This is an optimization exercise on Yosys and OpenROAD, whose aim is small area, not a production implementation.
Only simulation tests tie the RTL to the original design; equivalence was not proved.
Power is estimated from default activity; no workload was simulated.

==> flow/design.v (excerpt) <==
module spmv_mem_port #(
    parameter int REQ_DEPTH    = 8,
    parameter int RSP_DEPTH    = 8,
    parameter int STALL_MARGIN = 2
) (
    input  logic               clk,
    input  logic               rst_n,
    input  logic               req_mem_ld,
    input  logic               req_mem_st,
    input  logic [ADDR_W-1:0]  req_mem_addr,
    input  logic [DATA_W-1:0]  req_mem_d_or_tag,
    output logic               req_mem_stall,
    output logic               rsp_mem_push,
    output logic [TAG_W-1:0]   rsp_mem_tag,
    output logic [DATA_W-1:0]  rsp_mem_q,
    input  logic               rsp_mem_stall,
    output logic               mc_req_ld,
    output logic               mc_req_st,
    output logic [ADDR_W-1:0]  mc_req_vadr,
    output logic [DATA_W-1:0]  mc_req_wrd_rdctl,
    input  logic               mc_rd_rq_stall,
    input  logic               mc_wr_rq_stall,
    input  logic               mc_rsp_push,
    input  logic [RDCTL_W-1:0] mc_rsp_rdctl,
    input  logic [DATA_W-1:0]  mc_rsp_data,
    output logic               mc_rsp_stall,
    output logic               idle,
    output logic               err
);
For scale: about 3900 cells after synthesis, about 1500 flip-flops, about 400 I/O pins.
export LEC_CHECK = 0
export CAP_MARGIN = 10
export CORE_MARGIN = 2
export CORE_UTILIZATION = 40
export SLEW_MARGIN = 10
create_clock -name core_clock -period 4.0 [get_ports {clk}]
standard.sh (not shown) runs the stock make flow with config.mk's settings and CLKGATE_MAP_FILE= SYNTH_SCRIPT=/design/flow/synth_recipe.tcl, a recipe that flattens the netlist after the stock synthesis.
==> flow/flow/run.sh <==
#!/bin/bash
# Standard layout with these changes:
#  - synthesis maps logic with an area-oriented ABC script (flow/area.abc) in
#    place of ORFS's speed script; everything else in the standard flow's synthesis script
#    is unchanged, so the registers are the standard synthesis's;
#  - ports are buffered with buf_1;
#  - the clock tree uses small clock buffers, larger sink clusters, no dummy loads.
set -euo pipefail
W=$PWD
{
  echo "proc abc {args} {"
  echo "  set i [lsearch -exact \$args -script]"
  echo "  if {\$i >= 0} { lset args [expr {\$i + 1}] $W/flow/area.abc }"
  echo "  yosys abc {*}\$args"
  echo "}"
  cat synth_recipe.tcl
} > own_synth.tcl
bash standard.sh synth "SYNTH_SCRIPT=$W/own_synth.tcl" > synth_make.log 2>&1
bash standard.sh finish "SYNTH_SCRIPT=$W/own_synth.tcl" \
  "BUFFER_PORTS_ARGS=-buffer_cell sky130_fd_sc_hd__buf_1" \
  "CTS_ARGS=-sink_clustering_enable -repair_clock_nets -dont_use_dummy_load -buf_list {sky130_fd_sc_hd__clkbuf_4 sky130_fd_sc_hd__clkbuf_8} -sink_clustering_size 18 -sink_clustering_max_diameter 100 -root_buf sky130_fd_sc_hd__clkbuf_16" \
  > layout_make.log 2>&1
==> flow/flow/area.abc <==
&get -n
&st
&dch -f
&nf -a -R 1000
&put
==> next run, changes <==
--- a/flow/flow/run.sh
+++ b/flow/flow/run.sh
@@ -19,4 +19,4 @@
 bash standard.sh finish "SYNTH_SCRIPT=$W/own_synth.tcl" \
   "BUFFER_PORTS_ARGS=-buffer_cell sky130_fd_sc_hd__buf_1" \
-  "CTS_ARGS=-sink_clustering_enable -repair_clock_nets -dont_use_dummy_load -buf_list {sky130_fd_sc_hd__clkbuf_4 sky130_fd_sc_hd__clkbuf_8} -sink_clustering_size 18 -sink_clustering_max_diameter 100 -root_buf sky130_fd_sc_hd__clkbuf_16" \
+  "CTS_ARGS=-sink_clustering_enable -repair_clock_nets -dont_use_dummy_load -buf_list {sky130_fd_sc_hd__clkbuf_4 sky130_fd_sc_hd__clkbuf_8} -sink_clustering_size 16 -sink_clustering_max_diameter 100 -root_buf sky130_fd_sc_hd__clkbuf_16" \
   > layout_make.log 2>&1
- CORE_UTILIZATION: 40 -> 45
The new run finished clean. Register-to-register slack improved by 0.12 ns. Cell count went down by a few percent. Area after synthesis stays the same. Wire length went down slightly. Clock power went up by a few percent. Count of clock-buffer cells in the layout went up by 9. Non-clock buffer count went up by 11. Setup slack improved by 0.059 ns. Utilization went up by 5.8 points. Cell area barely changes. Total power went up slightly.
==> next run, changes <==
- CORE_UTILIZATION: 45 -> 40
Wire length is higher by 2.9%.
Total power stays flat.
Global-route usage is lower by 1.8 points.
Sequential share of layout area is lower by 0.21 points.
Die area is higher by 12%.
Area after synthesis stays the same.
Maximum frequency is lower by 0.31%.
Final cell count is higher by 3.7%.
Setup slack is worse by 0.012 ns.

* * *

Another version of the RTL of spmv_mem_port (not shown whole).
For scale: about 3,900 cells after synthesis, about 1,500 flip-flops, ~50,000 µm² of cells after synthesis.
export LEC_CHECK = 0
export CAP_MARGIN = 10
export CORE_MARGIN = 2
export CORE_UTILIZATION = 40
export SLEW_MARGIN = 10
create_clock -name core_clock -period 4.0 [get_ports {clk}]
==> flow/flow/run.sh <==
#!/bin/bash
# Standard layout with these changes:
#  - synthesis maps logic with an area-oriented ABC script (flow/area.abc) in
#    place of ORFS's speed script; everything else in the standard flow's synthesis script
#    is unchanged, so the registers are the standard synthesis's;
#  - ports are buffered with buf_1;
#  - the clock tree uses small clock buffers, larger sink clusters, no dummy loads;
#  - repair does not use buf_8, buf_12 or buf_16.
set -euo pipefail
W=$PWD
{
  echo "proc abc {args} {"
  echo "  set i [lsearch -exact \$args -script]"
  echo "  if {\$i >= 0} { lset args [expr {\$i + 1}] $W/flow/area.abc }"
  echo "  yosys abc {*}\$args"
  echo "}"
  cat synth_recipe.tcl
} > own_synth.tcl
bash standard.sh synth "SYNTH_SCRIPT=$W/own_synth.tcl" > synth_make.log 2>&1
# Layout steps also keep the large buffers (buf_8, buf_12, buf_16) out of repair, on top of
# the platform's own don't-use list.
DONT_USE="$(make -s -C "$FLOW_HOME" DESIGN_CONFIG="$W/config.mk" WORK_HOME="$W/orfs" print-DONT_USE_CELLS 2>/dev/null | sed -n 's/^DONT_USE_CELLS: //p')"
[[ -n "$DONT_USE" ]] || { echo "could not read DONT_USE_CELLS" >&2; exit 1; }
bash standard.sh finish "SYNTH_SCRIPT=$W/own_synth.tcl" \
  "DONT_USE_CELLS=$DONT_USE sky130_fd_sc_hd__buf_8 sky130_fd_sc_hd__buf_12 sky130_fd_sc_hd__buf_16" \
  "BUFFER_PORTS_ARGS=-buffer_cell sky130_fd_sc_hd__buf_1" \
  "CTS_ARGS=-sink_clustering_enable -repair_clock_nets -dont_use_dummy_load -buf_list {sky130_fd_sc_hd__clkbuf_4 sky130_fd_sc_hd__clkbuf_8} -sink_clustering_size 16 -sink_clustering_max_diameter 100 -root_buf sky130_fd_sc_hd__clkbuf_16" \
  > layout_make.log 2>&1
==> flow/flow/area.abc <==
&get -n
&st
&syn2
&dch -f
&nf -a -R 1000
&put
The starting point finished clean.
Edit:
==> flow/flow/run.sh (replaced) <==
#!/bin/bash
# Standard layout with these changes:
#  - synthesis maps logic with an area-oriented ABC script (flow/area.abc) in
#    place of ORFS's speed script; everything else in the standard flow's synthesis script
#    is unchanged, so the registers are the standard synthesis's;
#  - ports are buffered with buf_1;
#  - the clock tree uses small clock buffers, larger sink clusters, no dummy loads.
set -euo pipefail
W=$PWD
{
  echo "proc abc {args} {"
  echo "  set i [lsearch -exact \$args -script]"
  echo "  if {\$i >= 0} { lset args [expr {\$i + 1}] $W/flow/area.abc }"
  echo "  yosys abc {*}\$args"
  echo "}"
  cat synth_recipe.tcl
} > own_synth.tcl
bash standard.sh synth "SYNTH_SCRIPT=$W/own_synth.tcl" > synth_make.log 2>&1
bash standard.sh finish "SYNTH_SCRIPT=$W/own_synth.tcl" \
  "BUFFER_PORTS_ARGS=-buffer_cell sky130_fd_sc_hd__buf_1" \
  "CTS_ARGS=-sink_clustering_enable -repair_clock_nets -dont_use_dummy_load -buf_list {sky130_fd_sc_hd__clkbuf_4 sky130_fd_sc_hd__clkbuf_8} -sink_clustering_size 16 -sink_clustering_max_diameter 50" \
  > layout_make.log 2>&1
--- a/flow/config.mk
+++ b/flow/config.mk
@@ -7,5 +7,5 @@
 export LEC_CHECK = 0
-export CAP_MARGIN = 10
+export CAP_MARGIN = 20
 export CORE_MARGIN = 2
-export CORE_UTILIZATION = 40
-export SLEW_MARGIN = 10
+export CORE_UTILIZATION = 45
+export SLEW_MARGIN = 20
After rerunning: Synthesized cell count stays the same. Worst hold slack gets worse by 130 ps. Setup slack hardly moves. Global-route usage came out higher by 3.9 points. Routed wire length climbs by about 2.5%. Clock skew went up by 11 ps.
Edit:
--- a/flow/flow/run.sh
+++ b/flow/flow/run.sh
@@ -20,3 +20,3 @@
   "BUFFER_PORTS_ARGS=-buffer_cell sky130_fd_sc_hd__buf_1" \
-  "CTS_ARGS=-sink_clustering_enable -repair_clock_nets -dont_use_dummy_load -buf_list {sky130_fd_sc_hd__clkbuf_4 sky130_fd_sc_hd__clkbuf_8} -sink_clustering_size 16 -sink_clustering_max_diameter 50" \
+  "CTS_ARGS=-sink_clustering_enable -repair_clock_nets -dont_use_dummy_load -buf_list {sky130_fd_sc_hd__clkbuf_16} -sink_clustering_size 30 -sink_clustering_max_diameter 60" \
   > layout_make.log 2>&1
Result: Via count falls slightly; clock-buffer cell count falls by 29; routed wire length falls slightly.
Edit:
--- a/flow/flow/run.sh
+++ b/flow/flow/run.sh
@@ -20,3 +20,3 @@
   "BUFFER_PORTS_ARGS=-buffer_cell sky130_fd_sc_hd__buf_1" \
-  "CTS_ARGS=-sink_clustering_enable -repair_clock_nets -dont_use_dummy_load -buf_list {sky130_fd_sc_hd__clkbuf_16} -sink_clustering_size 30 -sink_clustering_max_diameter 60" \
+  "CTS_ARGS=-sink_clustering_enable -repair_clock_nets -dont_use_dummy_load -buf_list {sky130_fd_sc_hd__clkbuf_4 sky130_fd_sc_hd__clkbuf_8} -sink_clustering_size 16 -sink_clustering_max_diameter 100 -root_buf sky130_fd_sc_hd__clkbuf_16" \
   > layout_make.log 2>&1
--- a/flow/config.mk
+++ b/flow/config.mk
@@ -7,5 +7,5 @@
 export LEC_CHECK = 0
-export CAP_MARGIN = 20
+export CAP_MARGIN = 10
 export CORE_MARGIN = 2
-export CORE_UTILIZATION = 45
-export SLEW_MARGIN = 20
+export CORE_UTILIZATION = 40
+export SLEW_MARGIN = 10
After rerunning: Routed wire length climbs slightly; cell area drops by a few percent; hold slack got worse by 20 ps; synthesized area stays the same; power drops by a few percent; setup slack got worse by 54 ps; non-clock buffer count drops by 12; critical path depth climbs by 1.

static timing again, ports no longer ideal:
In the flow no input, the clock included, has a driving cell. The finished layouts below were timed again as built, in two steps. Step 1, drivers: a clkbuf_16 drives clk and a buf_2 each remaining input, both assumed. Step 2, shift: input delay + t, output delay - t, t = (earliest + latest rising clock arrival at the registers) / 2. This alone moves slack from input paths to output paths. a / b / c = ideal / step 1 / step 2; a / b = the first two.
run | t, ns | setup WS [ns] | hold slack, ns | clock arrival spread, ns | cell pins on the clock port's net
the first run of note 1 | 0.709 | 0.151 / 0.080 / 0.241 | 0.126 / 0.123 / 0.479 | 0.066 / 0.066 | 1
the second run of note 1 | 0.720 | 0.210 / 0.137 / 0.358 | 0.095 / 0.079 / 0.483 | 0.048 / 0.047 | 1
the third run of note 1 | 0.744 | 0.199 / 0.127 / 0.265 | 0.097 / 0.097 / 0.482 | 0.053 / 0.053 | 1
the first run of note 2 | 0.731 | 0.092 / 0.020 / 0.346 | 0.236 / 0.261 / 0.479 | 0.072 / 0.072 | 1
the second run of note 2 | 0.905 | 0.094 / 0.023 / 0.422 | 0.106 / 0.084 / 0.471 | 0.100 / 0.100 | 1
the third run of note 2 | 0.764 | 0.108 / 0.034 / 0.340 | 0.250 / 0.220 / 0.473 | 0.099 / 0.099 | 1
the fourth run of note 2 | 0.742 | 0.054 / -0.020 / 0.462 | 0.230 / 0.224 / 0.483 | 0.068 / 0.069 | 1
After both steps every run listed still meets setup and hold.
